This is an optimization exercise on Yosys and OpenROAD, whose aim is small area, a short achievable clock period and few clock cycles per item, not a production implementation.
Function was checked by simulation only, so behaviour that the tests miss may differ from the original.
Power and IR drop assume default switching activity.

## JK
// sparse_zero_page_run_builder
module sparse_zero_page_run_builder #(
  parameter int BATCH_PAGES    = szp_pkg::BATCH_PAGES_DEF,
  parameter int MAX_PAGE_WORDS = szp_pkg::MAX_PAGE_WORDS_DEF
) (
  input  logic                            clk,
  input  logic                            rst,
  input  logic                            items_valid,
  output logic                            items_ready,
  input  logic [szp_pkg::DATA_W-1:0]      items_data_word,
  input  logic                            items_last_word,
  output logic                            runs_valid,
  input  logic                            runs_ready,
  output logic                            runs_run_kind,
  output logic [szp_pkg::RUN_WORDS_W-1:0] runs_run_words,
  output logic                            runs_run_final,
  output logic [szp_pkg::LIMIT_W-1:0]     runs_total_words,
  input  logic                            cfg_write,
  input  logic [szp_pkg::CFG_INDEX_W-1:0] cfg_index,
  input  logic [szp_pkg::CFG_DATA_W-1:0]  cfg_data
);
==> flow/config.mk <==
export PLATFORM = sky130hd
export DESIGN_NAME = sparse_zero_page_run_builder
export DESIGN_NICKNAME = sparse_zero_page_run_builder
export VERILOG_FILES = /design/flow/design.v
export SDC_FILE = /design/flow/constraint.sdc
export NUM_CORES = 4
export LEC_CHECK = 0
export CAP_MARGIN = 20
export CORE_MARGIN = 2
export CORE_UTILIZATION = 40
export SLEW_MARGIN = 20
==> flow/constraint.sdc <==
create_clock -name core_clock -period 11.0 [get_ports {clk}]
set_input_delay 2.2000 -clock core_clock [delete_from_list [all_inputs] [get_ports {clk}]]
set_output_delay 2.2000 -clock core_clock [all_outputs]
set_load 0.01 [all_outputs]
standard.sh (not shown) runs the stock make flow with config.mk's settings and CLKGATE_MAP_FILE= SYNTH_SCRIPT=/design/flow/synth_recipe.tcl, a recipe that flattens the netlist after the stock synthesis.
==> flow/flow/run.sh <==
#!/bin/bash
# The standard ORFS layout (the standard.sh), with four changes:
#  - repair_timing aims for 7.7 ns of setup margin at the design's 11 ns clock, so the
#    optimiser keeps working on paths the 11 ns constraint alone leaves untouched;
#  - the port buffers are sky130_fd_sc_hd__buf_1 instead of the default delay buffer;
#  - the clock tree is built from sky130_fd_sc_hd__clkbuf_8;
#  - the core is sized for 50% utilisation instead of 40%.
# The SDC, clock period, power grid and synthesis are unchanged.
set -euo pipefail
bash standard.sh SETUP_SLACK_MARGIN=7.7 "BUFFER_PORTS_ARGS=-buffer_cell sky130_fd_sc_hd__buf_1" CTS_BUF_LIST=sky130_fd_sc_hd__clkbuf_8 CORE_UTILIZATION=50 finish > flow_make.log 2>&1
Testbench counts of JK, summed over its fixed seeds: cycles 49,140, items 48,000.
diff inputs: JK => MS
==> flow/flow/run.sh <==
#!/bin/bash
# The standard ORFS layout (the standard.sh), with four changes:
#  - repair_timing aims for 7.6 ns of setup margin at the design's 11 ns clock, so the
#    optimiser keeps working on paths the 11 ns constraint alone leaves untouched;
#  - the port buffers are sky130_fd_sc_hd__buf_1 instead of the default delay buffer;
#  - the clock tree is built from sky130_fd_sc_hd__clkbuf_8;
#  - the core is sized for 58% utilisation instead of 40%.
# The SDC, clock period, power grid and synthesis are unchanged.
set -euo pipefail
bash standard.sh SETUP_SLACK_MARGIN=7.6 "BUFFER_PORTS_ARGS=-buffer_cell sky130_fd_sc_hd__buf_1" CTS_BUF_LIST=sky130_fd_sc_hd__clkbuf_8 CORE_UTILIZATION=58 finish > flow_make.log 2>&1
[summary]
- Summary of the comparison: worst-case hold slack is higher in MS, relative to JK.
- For MS, the end point of the critical path was u_core.orw[15], unlike JK, where it was u_core.acc[0].
- Taking JK as the reference, in MS initial cell density of the core higher; worst setup slack now sits lower.

* * *

== run 1 ==
sparse_zero_page_run_builder again, from the RTL that the note above started with.
==> flow/design.v (excerpt) <==
module sparse_zero_page_run_builder #(
  parameter int BATCH_PAGES    = szp_pkg::BATCH_PAGES_DEF,
  parameter int MAX_PAGE_WORDS = szp_pkg::MAX_PAGE_WORDS_DEF
) (
  input  logic                            clk,
  input  logic                            rst,
  input  logic                            items_valid,
  output logic                            items_ready,
  input  logic [szp_pkg::DATA_W-1:0]      items_data_word,
  input  logic                            items_last_word,
  output logic                            runs_valid,
  input  logic                            runs_ready,
  output logic                            runs_run_kind,
  output logic [szp_pkg::RUN_WORDS_W-1:0] runs_run_words,
  output logic                            runs_run_final,
  output logic [szp_pkg::LIMIT_W-1:0]     runs_total_words,
  input  logic                            cfg_write,
  input  logic [szp_pkg::CFG_INDEX_W-1:0] cfg_index,
  ...
Settings: LEC_CHECK=0, CAP_MARGIN=20, CORE_MARGIN=2, CORE_UTILIZATION=40, SLEW_MARGIN=20; clock period 11.0 ns.
==> flow/flow/run.sh <==
#!/bin/bash
# The standard ORFS layout (the standard.sh), with five changes:
#  - repair_timing aims for 7.6 ns of setup margin at the design's 11 ns clock, so the
#    optimiser keeps working on paths the 11 ns constraint alone leaves untouched;
#  - the port buffers are sky130_fd_sc_hd__buf_1 instead of the default delay buffer;
#  - the clock tree is built from sky130_fd_sc_hd__clkbuf_8;
#  - the core is sized for 50% utilisation instead of 40%;
#  - placement puts no padding around cells.
# The SDC, clock period, power grid and synthesis are unchanged.
set -euo pipefail
bash standard.sh SETUP_SLACK_MARGIN=7.6 "BUFFER_PORTS_ARGS=-buffer_cell sky130_fd_sc_hd__buf_1" CTS_BUF_LIST=sky130_fd_sc_hd__clkbuf_8 CORE_UTILIZATION=50 CELL_PAD_IN_SITES_GLOBAL_PLACEMENT=0 CELL_PAD_IN_SITES_DETAIL_PLACEMENT=0 finish > flow_make.log 2>&1
Testbench counts of run 1, summed over its fixed seeds: cycles 49,140, items 48,000.
Input-level comparison between run 2 and run 1:
==> flow/flow/run.sh <==
#!/bin/bash
# The standard ORFS layout (the standard.sh), with four changes:
#  - repair_timing aims for 7.5 ns of setup margin at the design's 11 ns clock, so the
#    optimiser keeps working on paths the 11 ns constraint alone leaves untouched;
#  - the port buffers are sky130_fd_sc_hd__buf_1 instead of the default delay buffer;
#  - the clock tree is built from sky130_fd_sc_hd__clkbuf_8;
#  - global placement aims for a density of 0.7.
# The SDC, clock period, floorplan, power grid and synthesis are unchanged.
set -euo pipefail
bash standard.sh SETUP_SLACK_MARGIN=7.5 "BUFFER_PORTS_ARGS=-buffer_cell sky130_fd_sc_hd__buf_1" CTS_BUF_LIST=sky130_fd_sc_hd__clkbuf_8 PLACE_DENSITY=0.7 finish > flow_make.log 2>&1
- Lower largest incremental delay on the critical path was reported by run 2, not run 1.
- Run 2 vs run 1: first-pass GRT wire length up
- [compare] base=run 1 new=run 2: number of global-route vias before repair moved up; worst-case setup slack after placement went down.
The inputs of run 3 differ from those of run 2 as listed below.
==> flow/flow/run.sh <==
#!/bin/bash
# The standard ORFS layout (the standard.sh), with three changes:
#  - repair_timing aims for 7.5 ns of setup margin at the design's 11 ns clock, so the
#    optimiser keeps working on paths the 11 ns constraint alone leaves untouched;
#  - the port buffers are sky130_fd_sc_hd__buf_1 instead of the default delay buffer;
#  - the clock tree is built from sky130_fd_sc_hd__clkbuf_8.
# The SDC, clock period, floorplan, power grid and synthesis are unchanged.
set -euo pipefail
bash standard.sh SETUP_SLACK_MARGIN=7.5 "BUFFER_PORTS_ARGS=-buffer_cell sky130_fd_sc_hd__buf_1" CTS_BUF_LIST=sky130_fd_sc_hd__clkbuf_8 finish > flow_make.log 2>&1
==> results.txt <==
Run 3 has number of search-and-repair iterations in the first detailed-routing pass below what run 2 had. met1 routing resource usage after global routing in run 3 is 0.95 points higher than in run 2. Between run 3 and run 2, the difference in routed wire length is negligible. Run 3 leaves more setup margin than run 2. Between run 3 and run 2, the global-route wire length before repair is lower for run 2. Of run 3 and run 2, the higher count of filler cells inserted in the layout belongs to run 3.
diff inputs: run 3 => run 4
==> flow/flow/run.sh <==
#!/bin/bash
# The standard ORFS layout (the standard.sh), with four changes:
#  - repair_timing aims for 7.6 ns of setup margin at the design's 11 ns clock, so the
#    optimiser keeps working on paths the 11 ns constraint alone leaves untouched;
#  - the port buffers are sky130_fd_sc_hd__buf_1 instead of the default delay buffer;
#  - the clock tree is built from sky130_fd_sc_hd__clkbuf_8;
#  - the core is sized for 50% utilisation instead of 40%.
# The SDC, clock period, power grid and synthesis are unchanged.
set -euo pipefail
bash standard.sh SETUP_SLACK_MARGIN=7.6 "BUFFER_PORTS_ARGS=-buffer_cell sky130_fd_sc_hd__buf_1" CTS_BUF_LIST=sky130_fd_sc_hd__clkbuf_8 CORE_UTILIZATION=50 finish > flow_make.log 2>&1
Findings:
- Buffer and inverter count on the worst path, run 4 and run 3, lower one = run 4.
- Against run 3, run 4 comes in about 7% lower on routed wire length on met3.
- Max freq run 3 -> run 4: improved
- In the flow results for run 4 and run 3, the synthesis-to-finish area growth is larger on run 3.
- In run 4, power is lower than in run 3.
- The cell with the biggest individual delay on the critical path comes out sky130_fd_sc_hd__or3_4 in one run and sky130_fd_sc_hd__a311o_2 in the other, namely in run 4 and run 3 respectively.

what the ideal ports hide:
How much do the figures lean on ideal ports? The routed layouts below were timed once more, with nothing changed but the port constraints.
Step 1 sets driving cells, clkbuf_16 on the clock port and buf_2 on the other inputs (assumed; they add their load-dependent delay and slew).
Step 2, shift: input delay + t, output delay - t, t = (earliest + latest rising clock arrival at the registers) / 2. This alone moves slack from input paths to output paths.
a / b / c = ideal / step 1 / step 2; a / b = the first two.
| run | t (ns) | setup WS [ns] | hold slack, ns | slew at the worst register clock pin (ns) | cell pins on the clock port's net |
|---|---|---|---|---|---|
| JK | 0.507 | 7.655 / 7.607 / 7.100 | 0.470 / 0.470 / 0.470 | 0.11 / 0.11 | 1 |
| MS | 0.503 | 7.642 / 7.601 / 7.145 | 0.479 / 0.479 / 0.479 | 0.09 / 0.09 | 1 |
| run 1 | 0.492 | 7.639 / 7.602 / 7.109 | 0.475 / 0.475 / 0.475 | 0.10 / 0.10 | 1 |
| run 2 | 0.506 | 7.534 / 7.511 / 7.006 | 0.476 / 0.476 / 0.476 | 0.10 / 0.10 | 1 |
| run 3 | 0.497 | 7.545 / 7.538 / 7.040 | 0.482 / 0.482 / 0.482 | 0.10 / 0.10 | 1 |
| run 4 | 0.492 | 7.639 / 7.602 / 7.109 | 0.475 / 0.475 / 0.475 | 0.10 / 0.10 | 1 |
After both steps every run listed still meets setup and hold. The setup slack of JK, which loses most, moves by -0.048 ns with the drivers and by -0.555 ns with both steps.
